From an optimization exercise on the open Yosys and OpenROAD flow, aimed at small area; shortcuts taken in it are not production practice. Function was checked by simulation only, so behaviour that the tests miss may differ from the original. No activity file was given, so power comes from the tool's default toggle rates.

`flow/constraint.sdc`:
```
create_clock -name core_clock -period 8.0 [get_ports {i_clk}]
set_input_delay 1.6000 -clock core_clock [delete_from_list [all_inputs] [get_ports {i_clk}]]
set_output_delay 1.6000 -clock core_clock [all_outputs]
set_load 0.01 [all_outputs]
```
`flow/run.sh`:
```
#!/bin/bash
# synth_recipe.tcl (not shown) runs the flow's synth.tcl, then flattens the netlist and writes it again
# the make line also repeats each setting of config.mk as NAME=value (left out here)
make -C /OpenROAD-flow-scripts/flow DESIGN_CONFIG=/design/flow/config.mk WORK_HOME=/design/flow/orfs CLKGATE_MAP_FILE= SYNTH_SCRIPT=/design/flow/synth_recipe.tcl finish
```
`flow/design.v`:
```
module dds_multichannel_avalon #(
   parameter int unsigned N_CH      = 4,
   parameter int unsigned INC_WIDTH = 32,
   parameter int unsigned PHASE_W   = 14,
   parameter int unsigned DWELL_W   = 16,
   parameter int unsigned ADDR_W    = 5
) (
   input  logic                      i_clk,
   input  logic                      i_rst_n,
   input  logic                      chipselect,
   input  logic                      write,
   input  logic                      read,
   input  logic [ADDR_W-1:0]         address,
   input  logic [31:0]               writedata,
   output logic [31:0]               readdata,
   output logic [N_CH*PHASE_W-1:0]   o_phase,
   output logic [N_CH-1:0]           o_valid,
   output logic                      o_irq
);
   localparam int unsigned CH_W = ADDR_W - 3;
   localparam int unsigned IW   = 32;
   localparam int unsigned HW   = 16;
   logic [2:0]      reg_sel;
   logic [CH_W-1:0] ch_sel;
   logic            wr_en, rd_en, cmd_wr;
   logic [N_CH-1:0] hit, commit, clear;
   logic [N_CH-1:0] irq_ch;
   logic [31:0]     rd_val;
   logic [31:0]     rd_ch [N_CH];
   logic init_q;
   assign reg_sel = address[2:0];
   assign ch_sel  = address[ADDR_W-1:3];
   assign wr_en   = chipselect & write;
   assign rd_en   = chipselect & read;
   assign cmd_wr  = wr_en & (reg_sel == 3'd7) & (|hit);
   always_comb begin
      hit    = '0;
      commit = '0;
      clear  = '0;
      for (int k = 0; k < N_CH; k++) begin
         hit[k]    = (ch_sel == CH_W'(k));
         commit[k] = cmd_wr & (writedata[2] | (hit[k] & writedata[0]));
         clear[k]  = cmd_wr & writedata[1] & (writedata[2] | hit[k]);
      end
   end
   always_ff @(posedge i_clk or negedge i_rst_n) begin
      if (!i_rst_n) begin
         init_q   <= 1'b0;
         readdata <= '0;
      end else begin
         init_q <= 1'b1;
         if (rd_en) readdata <= rd_val;
      end
   end
   always_comb begin
      rd_val = '0;
      for (int k = 0; k < N_CH; k++) rd_val = rd_val | rd_ch[k];
   end
   for (genvar k = 0; k < N_CH; k++) begin : g_ch
      logic [4:0]         ctrl_sh;
      logic [IW-1:0]      inc_sh, ofs_sh, step_sh, lim_sh;
      logic [DWELL_W-1:0] dwell_sh;
      logic               en_q, dir_q, auto_q, irqen_q, stepnz_q;
      logic [IW-1:0]      start_q, ofs_q, lim_q;
      logic [IW-1:0]      sd_q;        
      logic [DWELL_W-1:0] dwell_q;
      logic [HW-1:0]      acc_lo, acc_hi;
      logic               acc_c;
      logic               kq;          
      logic [PHASE_W-1:0] phase_q;
      logic [IW-1:0]      cur_q;
      logic [DWELL_W-1:0] cnt_q;       
      logic               dwell_st_q;  
      logic               done_q;
      logic               we;
      logic [HW-1:0]      inc_lo, inc_hi, sum_lo, sum_hi, acc_lo_d, acc_hi_d;
      logic               c_lo, c_hi, zero;
      logic [HW-1:0]      ofs_lo_d;
      logic [HW:0]        kc;
      logic [PHASE_W-1:0] ph_sum;
      logic               ph_co;
      logic [HW-1:0]      ph_y0;
      logic [HW:0]        ph_t;
      logic [IW-1:0]      nxt;
      logic               nxt_co, over, tick, cy32;
      logic [IW-1:0]      cs_s, cs_k;
      assign we = wr_en & hit[k];
      assign zero   = clear[k] | ~init_q;
      assign inc_lo = cur_q[HW-1:0] & {HW{en_q}};
      assign inc_hi = cur_q[IW-1:HW] & {HW{en_q}};
      dds_rca #(.W(HW)) u_acc_lo (.a(acc_lo), .b(inc_lo), .ci(1'b0), .s(sum_lo), .co(c_lo));
      dds_rca #(.W(HW)) u_acc_hi (.a(acc_hi), .b(inc_hi), .ci(acc_c), .s(sum_hi), .co(c_hi));
      assign acc_lo_d = sum_lo & {HW{~zero}};
      assign acc_hi_d = sum_hi & {HW{~zero}};
      assign ofs_lo_d = commit[k] ? ofs_sh[HW-1:0] : ofs_q[HW-1:0];
      always_comb begin
         kc[0] = 1'b0;
         for (int i = 0; i < HW; i++)
            kc[i+1] = (acc_lo_d[i] & ofs_lo_d[i]) | (acc_lo_d[i] & kc[i]) | (ofs_lo_d[i] & kc[i]);
      end
      dds_rca #(.W(HW)) u_ph (.a(acc_hi), .b(ofs_q[IW-1:HW]), .ci(acc_c), .s(ph_y0),
                              .co(ph_co));
      always_comb begin
         ph_t[0] = kq;
         for (int i = 0; i < HW; i++) ph_t[i+1] = ph_t[i] & ph_y0[i];
      end
      assign ph_sum = ph_y0[HW-1:2] ^ ph_t[HW-1:2];
      dds_bk #(.W(IW)) u_nxt (.a(cur_q), .b(sd_q), .ci(dir_q), .s(nxt), .co(nxt_co));
      always_comb begin
         for (int i = 0; i < IW; i++) begin
            cs_s[i] = cur_q[i] ^ sd_q[i] ^ ~lim_q[i];
            cs_k[i] = (cur_q[i] & sd_q[i]) | (cur_q[i] & ~lim_q[i]) | (sd_q[i] & ~lim_q[i]);
         end
      end
      dds_ctree #(.W(IW)) u_ovr (.a(cs_s), .b({cs_k[IW-2:0], dir_q}), .ci(dir_q), .co(cy32));
      assign over = (dir_q ? (cs_k[IW-1] & cy32) : (cs_k[IW-1] | cy32)) ^ dir_q;
      assign tick = dwell_st_q & (cnt_q == '0) & stepnz_q;
      always_ff @(posedge i_clk or negedge i_rst_n) begin
         if (!i_rst_n) begin
            ctrl_sh    <= '0;
            en_q       <= 1'b0;
            dwell_st_q <= 1'b0;
            done_q     <= 1'b0;
            phase_q    <= '0;
         end else begin
            if (we && reg_sel == 3'd0) ctrl_sh <= writedata[4:0];
            if (en_q) phase_q <= ph_sum;
            if (commit[k]) begin
               en_q       <= ctrl_sh[0];
               dwell_st_q <= ctrl_sh[0] & ctrl_sh[1];
               done_q     <= 1'b0;
            end else if (tick && over) begin
               done_q <= 1'b1;
               if (!auto_q) dwell_st_q <= 1'b0;
            end
         end
      end
      always_ff @(posedge i_clk) begin
         if (we && reg_sel == 3'd1) inc_sh <= writedata;
         else if (!init_q)          inc_sh <= '0;
         if (we && reg_sel == 3'd2) ofs_sh <= writedata;
         else if (!init_q)          ofs_sh <= '0;
         if (we && reg_sel == 3'd3) step_sh <= writedata;
         else if (!init_q)          step_sh <= '0;
         if (we && reg_sel == 3'd4) lim_sh <= writedata;
         else if (!init_q)          lim_sh <= '0;
         if (we && reg_sel == 3'd5) dwell_sh <= writedata[DWELL_W-1:0];
         else if (!init_q)          dwell_sh <= '0;
         if (commit[k]) begin
            dir_q    <= ctrl_sh[2];
            auto_q   <= ctrl_sh[3];
            irqen_q  <= ctrl_sh[4];
            start_q  <= inc_sh;
            ofs_q    <= ofs_sh;
            sd_q     <= step_sh ^ {IW{ctrl_sh[2]}};
            stepnz_q <= |step_sh;
            lim_q    <= lim_sh;
            dwell_q  <= dwell_sh;
         end
         acc_lo <= acc_lo_d;
         acc_hi <= acc_hi_d;
         acc_c  <= c_lo & ~zero;
         kq     <= kc[HW];
         if (commit[k])         cnt_q <= dwell_sh;
         else if (cnt_q == '0)  cnt_q <= dwell_q;
         else                   cnt_q <= cnt_q - 1'b1;
         if (!init_q)           cur_q <= '0;
         else if (commit[k])    cur_q <= inc_sh;
         else if (tick) begin
            if (!over)          cur_q <= nxt;
            else if (auto_q)    cur_q <= start_q;
            else                cur_q <= lim_q;
         end
      end
      always_comb begin
         rd_ch[k] = '0;
         if (hit[k]) begin
            case (reg_sel)
               3'd0: rd_ch[k] = 32'(ctrl_sh);
               3'd1: rd_ch[k] = init_q ? inc_sh         : '0;
               3'd2: rd_ch[k] = init_q ? ofs_sh         : '0;
               3'd3: rd_ch[k] = init_q ? step_sh        : '0;
               3'd4: rd_ch[k] = init_q ? lim_sh         : '0;
               3'd5: rd_ch[k] = init_q ? 32'(dwell_sh)  : '0;
               3'd6: rd_ch[k] = init_q ? cur_q          : '0;
               3'd7: rd_ch[k] = {29'd0, done_q, dwell_st_q, en_q};
            endcase
         end
      end
      assign o_phase[k*PHASE_W +: PHASE_W] = phase_q;
      assign o_valid[k] = en_q;
      assign irq_ch[k]  = done_q & irqen_q;
   end
   assign o_irq = |irq_ch;
endmodule
module dds_rca #(
   parameter int unsigned W = 8
) (
   input  logic [W-1:0] a,
   input  logic [W-1:0] b,
   input  logic         ci,
   output logic [W-1:0] s,
   output logic         co
);
   logic [W:0] c;
   always_comb begin
      c[0] = ci;
      for (int i = 0; i < W; i++) begin
         s[i]   = a[i] ^ b[i] ^ c[i];
         c[i+1] = (a[i] & b[i]) | (a[i] & c[i]) | (b[i] & c[i]);
      end
   end
   assign co = c[W];
endmodule
module dds_bk #(
   parameter int unsigned W = 32
) (
   input  logic [W-1:0] a,
   input  logic [W-1:0] b,
   input  logic         ci,
   output logic [W-1:0] s,
   output logic         co
);
   logic [W-1:0] p, g, gg, pp;
   logic [W:0]   c;
   always_comb begin
      p  = a ^ b;
      g  = a & b;
      gg = g;
      pp = p;
      gg[0] = g[0] | (p[0] & ci);
      for (int d = 1; d < W; d = d * 2) begin
         for (int i = 2 * d - 1; i < W; i = i + 2 * d) begin
            gg[i] = gg[i] | (pp[i] & gg[i-d]);
            pp[i] = pp[i] & pp[i-d];
         end
      end
      for (int d = W / 4; d >= 1; d = d / 2) begin
         for (int i = 3 * d - 1; i < W; i = i + 2 * d) begin
            gg[i] = gg[i] | (pp[i] & gg[i-d]);
            pp[i] = pp[i] & pp[i-d];
         end
      end
      c[0] = ci;
      for (int i = 0; i < W; i++) c[i+1] = gg[i];
      s = p ^ c[W-1:0];
   end
   assign co = c[W];
endmodule
module dds_ctree #(
   parameter int unsigned W = 32
) (
   input  logic [W-1:0] a,
   input  logic [W-1:0] b,
   input  logic         ci,
   output logic         co
);
   localparam int unsigned N = W + 1;
   logic [N-1:0] g, p;
   always_comb begin
      g[0] = ci;
      p[0] = 1'b0;
      for (int i = 0; i < W; i++) begin
         g[i+1] = a[i] & b[i];
         p[i+1] = a[i] | b[i];
      end
      for (int d = 1; d < N; d = d * 2) begin
         for (int i = N - 1; i >= d; i = i - 2 * d) begin
            g[i] = g[i] | (p[i] & g[i-d]);
            p[i] = p[i] & p[i-d];
         end
      end
   end
   assign co = g[N-1];
endmodule
```
`flow/config.mk`:
```
export PLATFORM = sky130hd
export DESIGN_NAME = dds_multichannel_avalon
export DESIGN_NICKNAME = dds_multichannel_avalon
export VERILOG_FILES = /design/flow/design.v
export SDC_FILE = /design/flow/constraint.sdc
export NUM_CORES = 4
export LEC_CHECK = 0
export CAP_MARGIN = 20
export CORE_MARGIN = 2
export CORE_UTILIZATION = 40
export CTS_CLUSTER_DIAMETER = 80
export CTS_CLUSTER_SIZE = 25
export SLEW_MARGIN = 20
```
==> results of run 1 <==
cell usage in the layout, fill, tap and decap left out, types with 20 or more instances in the layout:
cell                n
nand2_1          1534
dfxtp_1           839
o21ai_0           830
edfxtp_1          656
inv_1             584
fa_1              364
nor2_1            333
a21oi_1           333
mux2i_1           188
ha_1              180
a22o_1            163
a22oi_1           159
xor2_1            155
buf_4             148
mux2_2            128
clkdlybuf4s50_1   116
dfrtp_1           112
clkbuf_16         107
a221oi_1           97
xnor2_1            96
and2_1             89
nor3_1             85
nand3_1            73
nor2b_1            68
nor4_1             65
o21ai_1            63
nand2b_1           61
a21o_1             48
nand4_1            47
o22ai_1            29
a211oi_1           22
maj3_1             20
state kept, by name (all words and copies together), names as in the netlist, 20 cells and up:
register       flops
g_ch.acc_hi       64
g_ch.acc_lo       64
g_ch.cnt_q        64
g_ch.ctrl_sh      20
g_ch.cur_q       128
g_ch.dwell_q      64
g_ch.dwell_sh     64
g_ch.inc_sh      128
g_ch.lim_q       128
g_ch.lim_sh      128
g_ch.ofs_q       128
g_ch.ofs_sh      128
g_ch.phase_q      56
g_ch.sd_q        128
g_ch.start_q     128
g_ch.step_sh     128
readdata          32
power by group through the flow:
stage	Sequential [W]	Clock, W	Combinational [W]
finish	0.00930	0.00616	0.00191
global route	0.00935	0.00651	0.00208
CTS	0.00930	0.00624	0.00191
detailed placement	0.00948	0	0.00190
global placement	0.00948	0	0.00187
floorplan	0.00944	0	0.00102
metrics by stage:
| step | std cells | power [W] | setup slack [ns] | hold slack [ns] |
|---|---|---|---|---|
| final | 11030 | 0.01738 | 0.2649 | 0.4368 |
| after global routing | 11030 | 0.01794 | 0.03059 | 0.4420 |
| after CTS | 11020 | 0.01745 | 0.009945 | 0.4328 |
| after detailed placement | 10830 | 0.01139 | -0.05566 | 0.4397 |
| after global placement | 10820 | 0.01135 | 0.1508 | 0.4354 |
| after floorplan | 8390 | 0.01045 | 0.2097 | 0.4231 |
final cells by class:
type / count / area share
Antenna cell: 5 / 0.0001375
Sequential cell: 1617 / 0.4349
Clock inverter: 70 / 0.009738
Inverter: 590 / 0.02462
Timing Repair Buffer: 297 / 0.02895
Tap cell: 2704 / 0.03719
Multi-Input combinational cell: 5628 / 0.4341
Clock buffer: 119 / 0.03037
cell families after synthesis:
family / share of synthesized area
XOR/XNOR: 0.02648
multiplexers: 0.04735
flip-flops: 0.4763
buffers and inverters: 0.05284
AO/OA/AOI/OAI: 0.1490
other: 0.00004517
adder cells (fa/ha/maj): 0.1202
AND/OR/NAND/NOR: 0.1278
what timing repair did:
item	4_1_cts	5_1_grt
gates cloned	0	0
pin swaps	1	5
resized for setup	5	16
setup endpoints to repair	3	4
setup buffers	0	3
cell usage after synthesis (100+ instances only):
cell,count,share of area
o21ai_0,838,0.051
a22oi_1,159,0.014
xor2_1,155,0.016
clkbuf_1,479,0.022
nor2_1,353,0.016
dfxtp_1,840,0.20
mux2i_1,188,0.023
dfrtp_1,121,0.036
mux2_2,128,0.017
a221oi_1,100,0.011
edfxtp_1,656,0.24
fa_1,376,0.091
ha_1,180,0.027
a21oi_1,334,0.020
nand2_1,1536,0.069
inv_1,587,0.027
a22o_1,163,0.017
layer usage:
layer,track usage,vias to the layer above,part of all wire,wire length [µm]
li1,-,28650,-,-
met1,0.3555,31030,0.42,115800
met2,0.4042,2728,0.45,123900
met3,0.03931,468,0.083,22920
met4,0.1185,2,0.054,15020
met5,0,-,0.000047,13
final timing paths:
path | from | to | slack (ns) | cells after the start
max | g_ch[1].en_q$_DFFE_PN0P_ | g_ch[1].kq$_DFF_P_ | 0.26 | 22
max in group asynchronous | i_rst_n | init_q$_DFF_PN0_ | 5.56 | 2
min | g_ch[2].lim_sh[22]$_DFF_P_ | g_ch[2].lim_q[22]$_DFFE_PP_ | 0.44 | 0
max reg2reg | g_ch[1].en_q$_DFFE_PN0P_ | g_ch[1].kq$_DFF_P_ | 0.26 | 22
min in group asynchronous | i_rst_n | g_ch[0].phase_q[5]$_DFFE_PN0P_ | 0.87 | 1
min reg2reg | g_ch[2].lim_sh[22]$_DFF_P_ | g_ch[2].lim_q[22]$_DFFE_PP_ | 0.44 | 0
==> impl_metrics.json, run 1 <==
{
  "p_sw_frac": 0.2751,
  "syn_inst": 8390,
  "synth_ff_type": "dfxtp_1",
  "grt_pass1_wl_um": 410100,
  "p_leak_nw": 33.56,
  "clkLatencyLatePin_ns": 0.80,
  "cts.sink_count": 1617,
  "dp_hpwl_um": 188000,
  "cts_tree": "yes",
  "coreArea_um2": 206700,
  "clock_power_share": 0.355,
  "drt_iter0_markers": 6966,
  "fin_nets": 8834,
  "grt.total_usage": 0.2593,
  "die_y_um": 459.6,
  "ys_seq_area_frac": 0.4763,
  "vias": 62880,
  "place_area_um2": 87140,
  "startpoint_type": "flip-flop",
  "setup-tns-final_ns": 0,
  "p_switching_w": 0.004782,
  "start_util": 0.4018,
  "ant_nets": 0,
  "grt_max_degree": 144,
  "fin_util": 0.4402,
  "critical_path.most_common_cell": "fa_1",
  "maxCapViolations": 0,
  "seq_area_um2": 39560,
  "grt_pass1_vias": 60760,
  "outcome": "complete, no violations",
  "power_density_nw_per_um2": 191.0,
  "fin_crit_ns": 7.735,
  "cts_buffers": 102,
  "finalMaxSlewViolations": 0,
  "gp_congestion": 0.9277,
  "die_area_um2": 211200,
  "port_buffers": 134,
  "crit_slowest_cell": "fa_1",
  "path_buf_inv": 1,
  "p_int_w": 0.01260,
  "drc": 0,
  "arrival_ns": 8.44,
  "min_period_over_period": 0.9669,
  "setup_viol": 0,
  "synth_nets": 8988,
  "root_buffer": "clkbuf_16",
  "clock_skew_ns": 0.04967,
  "ctsLongestPathBuffers": 3,
  "synth_enable_flop_cells": 656,
  "required_ns": 8.70,
  "yosys_warnings": 5,
  "syn_to_final_growth_pct": 9.563,
  "synth_cell_types": 96,
  "irDropWorstVdd_mv": 0.1834,
  "critPathMaxFanout": 4,
  "grt_setup_unrepaired": "no",
  "fmax_mhz": 129.3,
  "htreeDepth": 3,
  "grt_overflow": 0,
  "hold_viol_final": 0,
  "netlist_area_um2": 83030,
  "fillCellCount": 19390,
  "yosys_register_bits": 1617,
  "syn_avg_cell_area_um2": 9.896,
  "design_area_um2": 90970,
  "hold_class": "flip-flop to flip-flop",
  "ctsHoldBuffers": 0,
  "final_layout_size_suffix_gt1_frac": 0.07379,
  "worstMarginPinSlew_ns": 1.288,
  "io_pins": 135,
  "dr.pass1.iters": 9,
  "vias_per_cell": 5.701,
  "p_comb_frac": 0.110,
  "cpPeakStageDelay_ns": 0.50,
  "synthArstFlopShare": 0.07483,
  "wire_per_inst_um": 25.17,
  "fp.dieW_um": 459.6,
  "timing.critical_path.max_delay_family": "adder cells",
  "multi_input_area_um2": 39490,
  "seqPwrFrac": 0.535,
  "wirelength_um": 277700,
  "maxSlewHeadroom": 0.1413,
  "grt_antenna_before_repair": 16,
  "num_rows": 167,
  "crit_type": "flip-flop to flip-flop",
  "crit_chain": "and2_1 -> ha_1 -> fa_1 -> inv_1 -> fa_1 -> fa_1 -> fa_1 -> fa_1 -> fa_1 -> fa_2 -> fa_2 -> fa_2 -> fa_1 -> fa_1 -> fa_1 -> fa_1 -> fa_1 -> fa_1 -> o21ai_2 -> nand4_1 -> nor3_1 -> a21o_1",
  "cp-end-kind": "flip-flop",
  "path_clk_slew_ns": 0.11
}
==> run 2, diff against run 1 <==
--- a/flow/design.v
+++ b/flow/design.v
@@ -66,7 +66,6 @@
       logic [DWELL_W-1:0] dwell_q;
       logic [HW-1:0]      acc_lo, acc_hi;
       logic               acc_c;
-      logic               kq;          
       logic [PHASE_W-1:0] phase_q;
       logic [IW-1:0]      cur_q;
       logic [DWELL_W-1:0] cnt_q;       
@@ -75,15 +74,13 @@
       logic               we;
       logic [HW-1:0]      inc_lo, inc_hi, sum_lo, sum_hi, acc_lo_d, acc_hi_d;
       logic               c_lo, c_hi, zero;
-      logic [HW-1:0]      ofs_lo_d;
-      logic [HW:0]        kc;
+      logic               kq;
       logic [PHASE_W-1:0] ph_sum;
       logic               ph_co;
       logic [HW-1:0]      ph_y0;
       logic [HW:0]        ph_t;
       logic [IW-1:0]      nxt;
-      logic               nxt_co, over, tick, cy32;
-      logic [IW-1:0]      cs_s, cs_k;
+      logic               nxt_co, over, tick, cmp_co;
       assign we = wr_en & hit[k];
       assign zero   = clear[k] | ~init_q;
       assign inc_lo = cur_q[HW-1:0] & {HW{en_q}};
@@ -92,12 +89,7 @@
       dds_rca #(.W(HW)) u_acc_hi (.a(acc_hi), .b(inc_hi), .ci(acc_c), .s(sum_hi), .co(c_hi));
       assign acc_lo_d = sum_lo & {HW{~zero}};
       assign acc_hi_d = sum_hi & {HW{~zero}};
-      assign ofs_lo_d = commit[k] ? ofs_sh[HW-1:0] : ofs_q[HW-1:0];
-      always_comb begin
-         kc[0] = 1'b0;
-         for (int i = 0; i < HW; i++)
-            kc[i+1] = (acc_lo_d[i] & ofs_lo_d[i]) | (acc_lo_d[i] & kc[i]) | (ofs_lo_d[i] & kc[i]);
-      end
+      dds_ctree #(.W(HW)) u_k (.a(acc_lo), .b(ofs_q[HW-1:0]), .ci(1'b0), .co(kq));
       dds_rca #(.W(HW)) u_ph (.a(acc_hi), .b(ofs_q[IW-1:HW]), .ci(acc_c), .s(ph_y0),
                               .co(ph_co));
       always_comb begin
@@ -106,14 +98,8 @@
       end
       assign ph_sum = ph_y0[HW-1:2] ^ ph_t[HW-1:2];
       dds_bk #(.W(IW)) u_nxt (.a(cur_q), .b(sd_q), .ci(dir_q), .s(nxt), .co(nxt_co));
-      always_comb begin
-         for (int i = 0; i < IW; i++) begin
-            cs_s[i] = cur_q[i] ^ sd_q[i] ^ ~lim_q[i];
-            cs_k[i] = (cur_q[i] & sd_q[i]) | (cur_q[i] & ~lim_q[i]) | (sd_q[i] & ~lim_q[i]);
-         end
-      end
-      dds_ctree #(.W(IW)) u_ovr (.a(cs_s), .b({cs_k[IW-2:0], dir_q}), .ci(dir_q), .co(cy32));
-      assign over = (dir_q ? (cs_k[IW-1] & cy32) : (cs_k[IW-1] | cy32)) ^ dir_q;
+      dds_ctree #(.W(IW)) u_ovr (.a(nxt), .b(~lim_q), .ci(dir_q), .co(cmp_co));
+      assign over = (nxt_co ^ dir_q) | (cmp_co ^ dir_q);
       assign tick = dwell_st_q & (cnt_q == '0) & stepnz_q;
       always_ff @(posedge i_clk or negedge i_rst_n) begin
          if (!i_rst_n) begin
@@ -160,7 +146,6 @@
          acc_lo <= acc_lo_d;
          acc_hi <= acc_hi_d;
          acc_c  <= c_lo & ~zero;
-         kq     <= kc[HW];
          if (commit[k])         cnt_q <= dwell_sh;
          else if (cnt_q == '0)  cnt_q <= dwell_q;
          else                   cnt_q <= cnt_q - 1'b1;
==> run 2 against run 1 <==
  * Sequential power fell by 0.5%
  * Routed wire length fell by 6.9%
  * Synthesized area fell by 5.8%
  * Die area fell by 5.8%
  * Synthesized cell count fell by 8.3%
  * Power fell by 4.6%
  * Critical endpoint is now g_ch[1].acc_hi[14]$_DFF_P_
  * Flip-flop and latch count fell by 4
  * Largest power group unchanged
  * Via count fell by 6.1%
  * Critical path depth fell by 3
  * First-iteration DRC count fell by 9.6%
  * Cell count fell by 7.6%
  * Core utilization fell by 0.11 points
==> impl_metrics.json, run 2 <==
{
  "syn_inst": 7697,
  "gp_congestion": 0.9267,
  "synth_enable_flop_cells": 656,
  "place_area_um2": 82170,
  "synth_top_cell_area_share": 0.2520,
  "synth_cell_types": 91,
  "startpoint": "g_ch[1].en_q$_DFFE_PN0P_",
  "ctsResizeCount": 0,
  "required_ns": 8.63,
  "layout_common_cells": "nand2_1, dfxtp_1, o21ai_0",
  "synth.most_common_cell": "nand2_1",
  "design_area_um2": 85450,
  "ctsHoldBuffers": 0,
  "cp-endpoint": "g_ch[1].acc_hi[14]$_DFF_P_",
  "outcome": "complete, no violations",
  "fin_util": 0.4391,
  "yosys_register_bits": 1613,
  "fmax_mhz": 134.8,
  "crit_slowest_cell": "dfrtp_2",
  "synth_commonest_cells": "nand2_1, dfxtp_1, o21ai_0",
  "vias_per_cell": 5.792,
  "vias": 59020,
  "regToRegSetupSlack_ns": 0.58,
  "die_y_um": 446.1,
  "setup_viol": 0,
  "crit_type": "flip-flop to flip-flop",
  "grt_setup_unrepaired": "no",
  "synthArstFlopShare": 0.07502,
  "arrival_ns": 8.04,
  "setup-tns-final_ns": 0,
  "worst_slack_ns": 0.5839,
  "num_rows": 162,
  "port_buffers": 134,
  "dp_hpwl_um": 174700,
  "dr.pass1.iters": 7,
  "syn_avg_cell_area_um2": 10.16,
  "final_common_cell": "nand2_1",
  "grt_antenna_before_repair": 21,
  "hold_class": "flip-flop to flip-flop",
  "ant_nets": 0,
  "htreeDepth": 3,
  "cts.sink_count": 1613,
  "startpoint_type": "flip-flop",
  "die_area_um2": 199000,
  "clock_skew_ns": 0.06055,
  "fin_crit_ns": 7.416,
  "drt_iter0_markers": 6298,
  "cpPeakStageDelay_ns": 0.61,
  "grt_pass1_vias": 56980,
  "maxSlewHeadroom": 0.1797,
  "root_buffer": "clkbuf_16",
  "synth_area_leaders": "edfxtp_1, dfxtp_1, nand2_1",
  "min_period_over_period": 0.9270,
  "grt_pass1_wl_um": 382300,
  "r2r_end": "g_ch[1].acc_hi[14]$_DFF_P_",
  "fp.dieW_um": 446.1,
  "cp-end-kind": "flip-flop",
  "finalMaxSlewViolations": 0,
  "p_leak_nw": 29.97,
  "total_power_w": 0.01657,
  "synth_nets": 8171,
  "start_util": 0.4017,
  "syn_to_final_growth_pct": 9.308,
  "coreArea_um2": 194600,
  "wire_per_inst_um": 25.36,
  "grt_max_degree": 191,
  "grt_overflow": 0,
  "cts_buffers": 92,
  "drc": 0,
  "synth_top_area_cell": "edfxtp_1",
  "path_clk_slew_ns": 0.10,
  "r2r_cells": 19,
  "worstMarginPinSlew_ns": 1.230,
  "crit_chain": "nand2_1 -> fa_1 -> fa_1 -> fa_1 -> fa_1 -> fa_1 -> fa_1 -> fa_1 -> fa_1 -> fa_1 -> fa_1 -> fa_1 -> fa_1 -> fa_1 -> fa_1 -> inv_1 -> fa_1 -> inv_1 -> nor2_1",
  "cts_tree": "yes",
  "r2r_start": "g_ch[1].en_q$_DFFE_PN0P_",
  "power_density_nw_per_um2": 193.9,
  "netlist_area_um2": 78170,
  "critical_path.most_common_cell": "fa_1",
  "postCtsSetupBuffers": 0,
  "maxCapViolations": 0,
  "fin_nets": 8031,
  "hold_viol_final": 0,
  "critPathMaxFanout": 17,
  "yosys_warnings": 6,
  "final_layout_size_suffix_gt1_frac": 0.07149,
  "fillCellCount": 18240,
  "io_pins": 135,
  "ys_seq_area_frac": 0.5048,
  "grt.total_usage": 0.2559,
  "dp_slack_ns": 0.5390,
  "clkLatencyLatePin_ns": 0.78,
  "wirelength_um": 258500,
  "ctsLongestPathBuffers": 3,
  "synth_ff_type": "dfxtp_1",
  "irDropWorstVdd_mv": 0.1700
}
==> run 2: cell count changes after synthesis, sizes merged, moves of 33 or more <==
cell | before | now
a21oi | 334 | 129
a22o | 163 | 231
a22oi | 159 | 206
fa | 376 | 248
inv | 590 | 420
mux2i | 188 | 147
nand2 | 1536 | 1469
nand2b | 61 | 25
nor2 | 353 | 320
nor2b | 72 | 18
o21ai | 899 | 782
o311ai | 5 | 63
xnor2 | 96 | 52
xor2 | 155 | 199
==> run 2: layer usage <==
layer / vias up / track usage / part of all wire
li1: 26870 / - / -
met1: 29070 / 0.3379 / 0.41
met2: 2568 / 0.3958 / 0.44
met3: 513 / 0.04623 / 0.086
met4: 4 / 0.1450 / 0.063
met5: - / 0 / 0.00013
==> run 2: critical path, delay by kind of cell (launching register included) <==
family,cells,cell delay [ns]
buffers and inverters,2,0.14
AND/OR/NAND/NOR,2,0.18
adder cells (fa/ha/maj),15,6.36
flip-flops,1,0.61
==> run 2: area by class of cell <==
class	instances	area (µm²)	share of cell area
inverter	421	1580	0.01849
multi-input combinational	5140	35400	0.4142
clock buffer	118	2525	0.02955
tap	2542	3181	0.03722
clock inverter	56	679.4	0.007951
antenna	12	30.03	0.0003514
sequential	1613	39480	0.4620
timing repair buffer	289	2579	0.03018
==> run 2: cell families after synthesis <==
family,Yosys count,synth area share
and+or+nand+nor,2278,0.1239
muxes,278,0.04030
xor gates and xnor gates,251,0.02812
other,1,0.00004797
buffers and inverters,944,0.04594
adders and majority gates,481,0.09935
AOI/OAI and AO/OA,1851,0.1575
DFF,1613,0.5048
==> run 2: report_power, final <==
group	total (W)	switching (W)	leakage (nW)	internal, W
clock	0.00564	0.00313	1.54	0.00250
sequential	0.00925	0.000329	14.4	0.00892
combinational	0.00169	0.000967	14.0	0.000718
total	0.0166	0.00443	30.0	0.0121
==> run 2: how the worst min path moves through the flow <==
stage / slack [ns] / startpoint / cells past startpoint / to
after floorplan: 0.41 / g_ch[0].ofs_sh[0]$_DFF_P_ / 0 / g_ch[0].ofs_q[0]$_DFFE_PP_
after global placement: 0.42 / g_ch[0].ofs_sh[0]$_DFF_P_ / 0 / g_ch[0].ofs_q[0]$_DFFE_PP_
after detailed placement: 0.42 / g_ch[0].ofs_sh[0]$_DFF_P_ / 0 / g_ch[0].ofs_q[0]$_DFFE_PP_
after CTS: 0.45 / g_ch[0].ofs_sh[0]$_DFF_P_ / 0 / g_ch[0].ofs_q[0]$_DFFE_PP_
after global routing: 0.47 / g_ch[2].lim_sh[6]$_DFF_P_ / 0 / g_ch[2].lim_q[6]$_DFFE_PP_
final: 0.45 / g_ch[2].ofs_sh[9]$_DFF_P_ / 0 / g_ch[2].ofs_q[9]$_DFFE_PP_
==> run 2: per-stage QoR <==
stage | cells | hold slack (ns)
final | 10190 | 0.4522
after global routing | 10190 | 0.4705
after CTS | 10180 | 0.4478
after detailed placement | 10000 | 0.4223
after global placement | 10000 | 0.4184
after floorplan | 7697 | 0.4086
==> run 3, diff against run 2 <==
--- a/flow/config.mk
+++ b/flow/config.mk
@@ -7,7 +7,7 @@
 export LEC_CHECK = 0
 export CAP_MARGIN = 20
 export CORE_MARGIN = 2
-export CORE_UTILIZATION = 40
+export CORE_UTILIZATION = 75
 export CTS_CLUSTER_DIAMETER = 80
 export CTS_CLUSTER_SIZE = 25
 export SLEW_MARGIN = 20
==> run 3 against run 2 <==
  * Via count increased by 5.3%
  * Setup slack got worse by 0.048 ns
  * Synthesized cell count unchanged
  * Synthesized area unchanged
  * Clock skew decreased by 0.033 ns
  * Fmax decreased by 0.64%
  * Power decreased by 6.2%
  * Clock-buffer cell count increased by 17
  * Routed wire length decreased by 4.9%
  * Worst hold slack improved by 0.0036 ns
  * Combinational power decreased by 2%
  * Sequential share of layout area increased by 1.3 points
  * Critical endpoint is now g_ch[3].acc_hi[15]$_DFF_P_
  * Highest routed layer unchanged
==> impl_metrics.json, run 3 <==
{
  "cts.sink_count": 1613,
  "timing.critical_path.max_delay_family": "adder cells",
  "ys_seq_area_frac": 0.5048,
  "root_buffer": "clkbuf_16",
  "r2r_cells": 20,
  "grt_pass1_vias": 59940,
  "syn_avg_cell_area_um2": 10.16,
  "synth_ff_type": "dfxtp_1",
  "layoutNonFillerInstCount": 8986,
  "power_density_nw_per_um2": 187.2,
  "synth_commonest_cells": "nand2_1, dfxtp_1, o21ai_0",
  "worst_slack_ns": 0.5364,
  "fin_crit_ns": 7.464,
  "critical_path.most_common_cell": "fa_1",
  "vias_per_cell": 6.917,
  "startpoint_type": "flip-flop",
  "worstMarginPinSlew_ns": 1.364,
  "synth_cell_types": 91,
  "fmax_mhz": 134.0,
  "required_ns": 8.57,
  "cp.depth": 20,
  "layout_common_cells": "nand2_1, dfxtp_1, o21ai_0",
  "cts_tree": "yes",
  "crit_slowest_cell": "dfrtp_2",
  "vias": 62150,
  "outcome": "complete, no violations",
  "grt.total_usage": 0.4543,
  "place_area_um2": 80700,
  "dp_slack_ns": 0.5583,
  "maxCapViolations": 0,
  "hold_class": "flip-flop to flip-flop",
  "path_buf_inv": 1,
  "netlist_area_um2": 78170,
  "crit_chain": "nand2_1 -> fa_1 -> fa_1 -> fa_1 -> fa_1 -> fa_1 -> fa_1 -> fa_1 -> fa_1 -> fa_1 -> fa_1 -> fa_1 -> fa_1 -> fa_1 -> fa_1 -> inv_1 -> fa_1 -> xnor2_1 -> xnor2_1 -> nor2_1",
  "crit_type": "flip-flop to flip-flop",
  "r2r_start": "g_ch[3].en_q$_DFFE_PN0P_",
  "fp.dieW_um": 326.8,
  "io_pins": 135,
  "critPathMaxFanout": 9,
  "dp_hpwl_um": 165400,
  "syn_inst": 7697,
  "fin_nets": 8010,
  "yosys_register_bits": 1613,
  "setup-tns-final_ns": 0,
  "final_common_cell": "nand2_1",
  "synth_top_cell_area_share": 0.2520,
  "cts_buffers": 75,
  "synth_nets": 8171,
  "synth_enable_flop_cells": 656,
  "path_clk_slew_ns": 0.10,
  "final_layout_size_suffix_gt1_frac": 0.06054,
  "min_period_over_period": 0.9330,
  "synth.most_common_cell": "nand2_1",
  "gp_congestion": 0.9804,
  "grt_setup_unrepaired": "no",
  "cp-end-kind": "flip-flop",
  "drc": 0,
  "finalMaxSlewViolations": 0,
  "design_area_um2": 83040,
  "hold_viol_final": 0,
  "die_area_um2": 106800,
  "arrival_ns": 8.04,
  "die_y_um": 326.8,
  "clkLatencyLatePin_ns": 0.70,
  "setup_viol": 0,
  "ctsLongestPathBuffers": 3,
  "synth_top_area_cell": "edfxtp_1",
  "p_leak_nw": 29.47,
  "coreArea_um2": 103500,
  "grt_max_degree": 152,
  "place_inst": 8834,
  "grt_pass1_wl_um": 366200,
  "grt_overflow": 0,
  "wire_per_inst_um": 27.36,
  "start_util": 0.7553,
  "htreeDepth": 3,
  "holdPathStages": 0,
  "ctsResizeCount": 0,
  "num_rows": 118,
  "dr.pass1.iters": 8,
  "irDropWorstVdd_mv": 0.2260,
  "syn_to_final_growth_pct": 6.226,
  "startpoint": "g_ch[3].en_q$_DFFE_PN0P_",
  "cpPeakStageDelay_ns": 0.53,
  "synth_area_leaders": "edfxtp_1, dfxtp_1, nand2_1",
  "port_buffers": 134,
  "synthArstFlopShare": 0.07502,
  "grt_antenna_before_repair": 16,
  "wirelength_um": 245800,
  "clock_skew_ns": 0.02792,
  "maxSlewHeadroom": 0.09073,
  "postCtsSetupBuffers": 0,
  "yosys_warnings": 6,
  "ant_nets": 0,
  "min_from": "g_ch[1].lim_sh[6]$_DFF_P_",
  "drt_iter0_markers": 9291,
  "ctsHoldBuffers": 0
}
run 3: cell counts after synthesis:
No cell type changed its count.
run 3: cell type report:
class,instances,area [µm²]
sequential,1613,39480
multi-input combinational,5140,35370
fill,6491,20460
timing repair buffer,285,2590
clock buffer,135,2230
tap,1380,1727
inverter,421,1580
clock inverter,4,41.29
antenna,8,20.02
run 3: final timing paths:
path / end / slack (ns)
min reg2reg: g_ch[1].lim_q[6]$_DFFE_PP_ / 0.46
min in group asynchronous: g_ch[0].ctrl_sh[3]$_DFFE_PN0P_ / 0.90
max reg2reg: g_ch[3].acc_hi[15]$_DFF_P_ / 0.54
max: g_ch[3].acc_hi[15]$_DFF_P_ / 0.54
min: g_ch[1].lim_q[6]$_DFFE_PP_ / 0.46
max in group asynchronous: init_q$_DFF_PN0_ / 5.89
run 3: cell families after synthesis:
logic type               count (synthesis)  synth area share
AO/OA/AOI/OAI                         1851            0.1575
XOR/XNOR                               251           0.02812
adder cells (fa/ha/maj)                481           0.09935
buffers and inverters                  944           0.04594
flip-flops                            1613            0.5048
multiplexers                           278           0.04030
other                                    1        0.00004797
AND/OR/NAND/NOR                       2278            0.1239
run 3: stage by stage:
stage	power, W	hold slack, ns	utilization
2_1_floorplan	0.01025	0.4086	-
3_3_place_gp	0.01098	0.4205	0.7797
3_5_place_dp	0.01107	0.4417	0.7797
4_1_cts	0.01547	0.4522	0.8017
5_1_grt	0.01593	0.4634	0.8021
6_report	0.01555	0.4559	0.8023
run 3: per-layer routing:
layer / vias to the layer above / wire length, µm / global-route usage
met5: - / 63 / 0
met4: 6 / 16850 / 0.2688
met3: 901 / 36080 / 0.1225
met2: 4736 / 105500 / 0.6655
met1: 29710 / 87370 / 0.6119
li1: 26800 / - / -
run 3: power by group:
part | internal (W) | switching, W
Sequential | 0.00892 | 0.000370
Combinational | 0.000720 | 0.000929
Clock | 0.00193 | 0.00268
==> run 4, diff against run 3 <==
--- a/flow/config.mk
+++ b/flow/config.mk
@@ -7,7 +7,7 @@
 export LEC_CHECK = 0
 export CAP_MARGIN = 20
 export CORE_MARGIN = 2
-export CORE_UTILIZATION = 75
+export CORE_UTILIZATION = 85
 export CTS_CLUSTER_DIAMETER = 80
 export CTS_CLUSTER_SIZE = 25
 export SLEW_MARGIN = 20
==> run 4 against run 3 <==
  * Still clean
  * Combinational power grew 5%
  * Fmax fell by 3.9%
  * Power is 0.40% higher
  * Register-to-register slack got worse by 0.30 ns
  * Core utilization is 10 points higher
  * Cell count shrank 2.1%
  * Clock skew is 0.013 ns higher
  * Largest cell class unchanged
  * Largest power group unchanged
==> impl_metrics.json, run 4 <==
{
  "outcome": "complete, no violations",
  "synth_enable_flop_cells": 656,
  "cts.sink_count": 1613,
  "ctsResizeCount": 0,
  "grt_pass1_wl_um": 395200,
  "maxSlewHeadroom": 0.09498,
  "clkLatencyLatePin_ns": 0.71,
  "hold_viol_final": 0,
  "fillCellCount": 3651,
  "gp_congestion": 0.9996,
  "layout_common_cells": "nand2_1, dfxtp_1, o21ai_0",
  "finalMaxSlewViolations": 0,
  "cts_tree": "yes",
  "root_buffer": "clkbuf_16",
  "setup-tns-final_ns": 0,
  "timing.critical_path.max_delay_family": "adder cells",
  "fin_worst_hold_slack_ns": 0.4562,
  "io_pins": 135,
  "fmax_mhz": 128.8,
  "synth-xor-area-share": 0.02812,
  "irDropWorstVdd_mv": 0.2679,
  "required_ns": 8.57,
  "critPathMaxFanout": 9,
  "crit_type": "flip-flop to flip-flop",
  "postCtsSetupBuffers": 0,
  "muxShareOfSynthArea": 0.04030,
  "path_clk_slew_ns": 0.10,
  "maxCapViolations": 0,
  "arrival_ns": 8.33,
  "synthArstFlopShare": 0.07502,
  "htreeDepth": 3,
  "startpoint_type": "flip-flop",
  "crit_slowest_cell": "fa_1",
  "synth_top_cell_area_share": 0.2520,
  "clock_skew_ns": 0.04084,
  "min_period_over_period": 0.9705,
  "yosys_warnings": 6,
  "yosys_register_bits": 1613,
  "grt_pass1_vias": 66010,
  "dp_hpwl_um": 170600,
  "hold_class": "flip-flop to flip-flop",
  "grt_setup_unrepaired": "no",
  "wire_per_inst_um": 30.17,
  "crit_chain": "nand2_1 -> fa_1 -> fa_1 -> fa_1 -> fa_1 -> fa_1 -> fa_1 -> fa_1 -> fa_1 -> fa_1 -> fa_1 -> fa_1 -> fa_1 -> fa_1 -> fa_1 -> inv_1 -> fa_1 -> inv_1 -> nor2_1",
  "synth_compound_area_frac": 0.1575,
  "design_area_um2": 82750,
  "synth.most_common_cell": "nand2_1",
  "cpPeakStageDelay_ns": 0.49,
  "fin_crit_ns": 7.764,
  "ys_seq_area_frac": 0.5048,
  "synth_top_area_cell": "edfxtp_1",
  "grt_antenna_before_repair": 21,
  "synth_area_leaders": "edfxtp_1, dfxtp_1, nand2_1",
  "wirelength_um": 265300,
  "synthAdderAreaFrac": 0.09935,
  "syn_inst": 7697,
  "syn_to_final_growth_pct": 5.865,
  "final_layout_size_suffix_gt1_frac": 0.06042,
  "final_common_cell": "nand2_1",
  "critical_path.most_common_cell": "fa_1",
  "synth_ff_type": "dfxtp_1",
  "layoutNonFillerInstCount": 8794,
  "coreArea_um2": 91390,
  "seq_area_um2": 39480,
  "grt.total_usage": 0.5567,
  "synth_commonest_cells": "nand2_1, dfxtp_1, o21ai_0",
  "p_leak_nw": 29.43,
  "yosys.area_share.simple": 0.1239,
  "path_buf_inv": 2,
  "die_area_um2": 94410,
  "port_buffers": 134,
  "syn_avg_cell_area_um2": 10.16,
  "synth_nets": 8171,
  "cp-end-kind": "flip-flop",
  "dr.pass1.iters": 14,
  "ctsLongestPathBuffers": 3,
  "grt_overflow": 0,
  "multi_input_area_um2": 35380,
  "place_area_um2": 80440,
  "grt_max_degree": 214,
  "place_inst": 8637,
  "fp.dieW_um": 307.3,
  "setup_viol": 0,
  "synth_top_family_by_area": "compound AO/OA/AOI/OAI gates",
  "synth_cell_types": 91,
  "worstMarginPinSlew_ns": 1.358,
  "die_y_um": 307.3,
  "start_util": 0.8554,
  "vias": 66790,
  "drc": 0,
  "fin_nets": 8009,
  "netlist_area_um2": 78170,
  "vias_per_cell": 7.595,
  "num_rows": 111,
  "cts_buffers": 74,
  "ctsHoldBuffers": 0,
  "ant_nets": 0,
  "drt_iter0_markers": 13860,
  "power_density_nw_per_um2": 188.6
}
[run 4: cell counts after synthesis]
Identical to the previous run, type by type.
[run 4: kinds of logic after synthesis]
logic type	Yosys count
flip-flops	1613
multiplexers	278
adder cells (fa/ha/maj)	481
other	1
AND/OR/NAND/NOR	2278
buffers and inverters	944
AO/OA/AOI/OAI	1851
XOR/XNOR	251
[run 4: final timing paths]
path                                                  endpoint  cells after the start  slack [ns]                 startpoint
worst max-delay path                g_ch[2].acc_hi[14]$_DFF_P_                     19        0.24   g_ch[2].en_q$_DFFE_PN0P_
worst min-delay path                g_ch[0].ofs_q[0]$_DFFE_PP_                      0        0.46  g_ch[0].ofs_sh[0]$_DFF_P_
worst max register to register      g_ch[2].acc_hi[14]$_DFF_P_                     19        0.24   g_ch[2].en_q$_DFFE_PN0P_
worst min register to register      g_ch[0].ofs_q[0]$_DFFE_PP_                      0        0.46  g_ch[0].ofs_sh[0]$_DFF_P_
max in group asynchronous             g_ch[2].en_q$_DFFE_PN0P_                      2        5.49                    i_rst_n
min in group asynchronous       g_ch[1].phase_q[0]$_DFFE_PN0P_                      1        1.00                    i_rst_n
[run 4: power by group]
part           internal (W)  switching [W]
Sequential          0.00892       0.000402
Clock               0.00184        0.00270
Combinational      0.000722        0.00101
Total                0.0115        0.00412
[run 4: layout make-up]
class,count,area share
flip-flops and latches,1613,0.4771
multi-input cells,5140,0.4275
repair buffers,285,0.03151
clock buffers,131,0.02564
inverters,421,0.01910
well taps,1186,0.01793
clock inverters,7,0.0009374
diodes,11,0.0003326
[run 4: worst register-to-register path, cell delays in order (launching register included)]
cell     delay (ns)
dfrtp_2        0.47
nand2_1        0.11
fa_1           0.40
fa_1           0.48
fa_1           0.44
fa_1           0.42
fa_1           0.44
fa_1           0.45
fa_1           0.44
fa_1           0.45
fa_1           0.48
fa_1           0.47
fa_1           0.47
fa_1           0.44
fa_1           0.47
fa_1           0.43
inv_1          0.12
fa_1           0.49
inv_1          0.11
nor2_1         0.06
[run 4: metrics by stage]
| step | utilization | worst slack (ns) | power, W |
|---|---|---|---|
| after floorplan | - | 0.3932 | 0.01025 |
| after global placement | 0.8798 | 0.6784 | 0.01097 |
| after detailed placement | 0.8803 | 0.3784 | 0.01110 |
| after CTS | 0.9043 | 0.3235 | 0.01541 |
| after global routing | 0.9053 | 0.03199 | 0.01586 |
| final | 0.9056 | 0.2357 | 0.01561 |
[run 4: metal layers]
metal  track usage  part of all wire  up-vias
met3        0.2239              0.18     2052
met5             0           0.00050        -
met1        0.6748              0.30    30890
li1              -                 -    26790
met4        0.4398              0.10       20
met2        0.7933              0.42     7036
==> run 5, diff against run 4 <==
--- a/flow/config.mk
+++ b/flow/config.mk
@@ -7,7 +7,7 @@
 export LEC_CHECK = 0
 export CAP_MARGIN = 20
 export CORE_MARGIN = 2
-export CORE_UTILIZATION = 85
+export CORE_UTILIZATION = 75
 export CTS_CLUSTER_DIAMETER = 80
-export CTS_CLUSTER_SIZE = 25
+export CTS_CLUSTER_SIZE = 28
 export SLEW_MARGIN = 20
==> run 5 against run 4 <==
  * Synthesized area unchanged
  * Critical path depth increased by 1
  * Core utilization decreased by 10 points
  * Fmax increased by 3.6%
  * Worst hold slack improved by 0.011 ns
  * Routed wire length decreased by 7.9%
  * Highest routed layer unchanged
  * Global-route usage decreased by 10 points
  * Clock-buffer cell count decreased by 15
  * Die area increased by 13%
  * Clock skew decreased by 0.0087 ns
==> impl_metrics.json, run 5 <==
{
  "place_inst": 8834,
  "synth_commonest_cells": "nand2_1, dfxtp_1, o21ai_0",
  "ant_nets": 0,
  "grt.total_usage": 0.4521,
  "synth_enable_flop_cells": 656,
  "dr_wl_met2_um": 104700,
  "arrival_ns": 8.05,
  "drt_iter0_markers": 9582,
  "grt_pass1_wl_um": 364300,
  "gp_congestion": 0.9804,
  "setup-tns-final_ns": 0,
  "clkLatencyLatePin_ns": 0.69,
  "seq_area_um2": 39480,
  "synth_top_cell_area_share": 0.2520,
  "dr.pass1.iters": 6,
  "layoutNonFillerInstCount": 8969,
  "setup_viol": 0,
  "yosys_warnings": 6,
  "min_period_over_period": 0.9366,
  "finalMaxSlewViolations": 0,
  "dr_wl_met3_um": 35800,
  "cts.sink_count": 1613,
  "regToRegSetupSlack_ns": 0.51,
  "wirelength_um": 244400,
  "p_leak_nw": 29.41,
  "grt_pass1_vias": 59450,
  "maxCapViolations": 0,
  "fin_nets": 8005,
  "htreeDepth": 3,
  "worst_slack_ns": 0.5072,
  "syn_to_final_growth_pct": 6.023,
  "num_rows": 118,
  "cp-end-kind": "flip-flop",
  "port_buffers": 134,
  "r2r_cells": 20,
  "wirelength_met1_um": 87150,
  "die_y_um": 326.8,
  "multi_input_area_um2": 35370,
  "final_common_cell": "nand2_1",
  "startpoint_type": "flip-flop",
  "min_from": "g_ch[3].lim_sh[11]$_DFF_P_",
  "r2r_end": "g_ch[3].acc_hi[15]$_DFF_P_",
  "fillCellCount": 6482,
  "synthArstFlopShare": 0.07502,
  "ctsHoldBuffers": 0,
  "grt_setup_unrepaired": "no",
  "startpoint": "g_ch[3].en_q$_DFFE_PN0P_",
  "postCtsSetupBuffers": 0,
  "hold_viol_final": 0,
  "critPathMaxFanout": 9,
  "cts_tree": "yes",
  "coreArea_um2": 103500,
  "fin_crit_ns": 7.493,
  "hold_class": "flip-flop to flip-flop",
  "outcome": "complete, no violations",
  "irDropWorstVdd_mv": 0.2159,
  "drc": 0,
  "dp_hpwl_um": 165400,
  "netlist_area_um2": 78170,
  "synth_cell_types": 91,
  "r2r_start": "g_ch[3].en_q$_DFFE_PN0P_",
  "fp.dieW_um": 326.8,
  "root_buffer": "clkbuf_16",
  "synth_top_area_cell": "edfxtp_1",
  "dp_slack_ns": 0.5583,
  "wire_per_inst_um": 27.25,
  "required_ns": 8.56,
  "die_area_um2": 106800,
  "cts_buffers": 69,
  "design_area_um2": 82880,
  "clock_skew_ns": 0.03214,
  "whs_endpoint": "g_ch[3].lim_q[11]$_DFFE_PP_",
  "vias": 62190,
  "io_pins": 135,
  "yosys_register_bits": 1613,
  "crit_type": "flip-flop to flip-flop",
  "start_util": 0.7553,
  "synth.most_common_cell": "nand2_1",
  "grt_antenna_before_repair": 18,
  "power_density_nw_per_um2": 185.2,
  "vias_per_cell": 6.934,
  "top_layer_used": "met5",
  "worstMarginPinSlew_ns": 1.384,
  "place_area_um2": 80700,
  "synth_ff_type": "dfxtp_1",
  "synth_area_leaders": "edfxtp_1, dfxtp_1, nand2_1",
  "grt_overflow": 0,
  "ctsLongestPathBuffers": 3,
  "syn_inst": 7697,
  "layout_common_cells": "nand2_1, dfxtp_1, o21ai_0",
  "holdPathStages": 0,
  "maxSlewHeadroom": 0.07702,
  "path_clk_slew_ns": 0.11,
  "fmax_mhz": 133.5,
  "syn_avg_cell_area_um2": 10.16,
  "ys_seq_area_frac": 0.5048,
  "synth_nets": 8171,
  "final_layout_size_suffix_gt1_frac": 0.06053,
  "grt_max_degree": 152,
  "ctsResizeCount": 0
}
[run 5: layer usage]
metal	global-route usage	vias up
li1	-	26750
met1	0.6133	29810
met2	0.6647	4712
met3	0.1163	911
met4	0.2609	8
met5	0	-
[run 5: per-stage QoR]
step             util  hold slack [ns]  total power (W)
4_1_cts        0.8000           0.4679          0.01528
3_3_place_gp   0.7797           0.4205          0.01098
6_report       0.8008           0.4675          0.01535
3_5_place_dp   0.7797           0.4417          0.01107
5_1_grt        0.8006           0.4786          0.01573
2_1_floorplan       -           0.4086          0.01025
[run 5: critical path, cell delays in order (launching register included)]
cell     delay (ns)
dfrtp_2        0.53
nand2_1        0.11
fa_1           0.40
fa_1           0.43
fa_1           0.46
fa_1           0.45
fa_1           0.46
fa_1           0.45
fa_1           0.45
fa_1           0.45
fa_1           0.43
fa_1           0.44
fa_1           0.44
fa_1           0.43
fa_1           0.44
fa_1           0.40
inv_1          0.08
fa_1           0.18
xnor2_1        0.14
xnor2_1        0.15
nor2_1         0.06
[run 5: worst max-delay path by stage]
| stage | to | slack, ns |
|---|---|---|
| 2_1_floorplan | g_ch[1].auto_q$_DFFE_PP_ | 0.39 |
| 3_3_place_gp | g_ch[3].acc_hi[14]$_DFF_P_ | 0.62 |
| 3_5_place_dp | g_ch[1].acc_hi[15]$_DFF_P_ | 0.56 |
| 4_1_cts | g_ch[3].acc_hi[15]$_DFF_P_ | 0.51 |
| 5_1_grt | g_ch[3].acc_hi[15]$_DFF_P_ | 0.26 |
| 6_report | g_ch[3].acc_hi[15]$_DFF_P_ | 0.51 |
[run 5: area by class of cell]
type,count,area share
clock inverter,7,0.0009209
multi-input combinational,5140,0.4268
tap,1380,0.02083
clock buffer,116,0.02435
inverter,421,0.01907
timing repair buffer,286,0.03152
sequential,1613,0.4763
antenna,6,0.0001812
[run 5: power breakdown]
group	switching, W	internal (W)
Sequential	0.000371	0.00892
Combinational	0.000924	0.000720
Clock	0.00263	0.00178
Total	0.00393	0.0114
[run 5: cells by family after synthesis]
kind of cell / synth area share
other cells: 0.00004797
buf+inv: 0.04594
xor+xnor: 0.02812
flops: 0.5048
compound gates: 0.1575
simple gates: 0.1239
fa+ha+maj: 0.09935
mux: 0.04030

[separate check: timing with driven ports]
No port has a modelled driver above. Below, the same layouts with a new extraction and two added sets of constraints. Step 1 assumes that a clkbuf_16 drives the clock port and a buf_2 every other input. Step 2, shift: input delay + t, output delay - t, t = (earliest + latest rising clock arrival at the registers) / 2. This alone moves slack from input paths to output paths. Three values: ideal ports, drivers, drivers and shift; two values: the first two.
| run | t (ns) | slack for setup (ns) | latest minus earliest clock arrival (ns) | worst data-port slew with drivers (ns) |
|---|---|---|---|---|
| run 1 | 0.861 | 0.265 / 0.265 / 0.265 | 0.049 / 0.049 | 0.07 |
| run 2 | 0.841 | 0.584 / 0.584 / 0.584 | 0.061 / 0.061 | 0.15 |
| run 3 | 0.770 | 0.536 / 0.536 / 0.536 | 0.034 / 0.033 | 0.12 |
| run 4 | 0.770 | 0.236 / 0.236 / 0.236 | 0.043 / 0.043 | 0.12 |
| run 5 | 0.760 | 0.507 / 0.507 / 0.507 | 0.039 / 0.039 | 0.13 |
After both steps setup and hold are still met in every run listed.
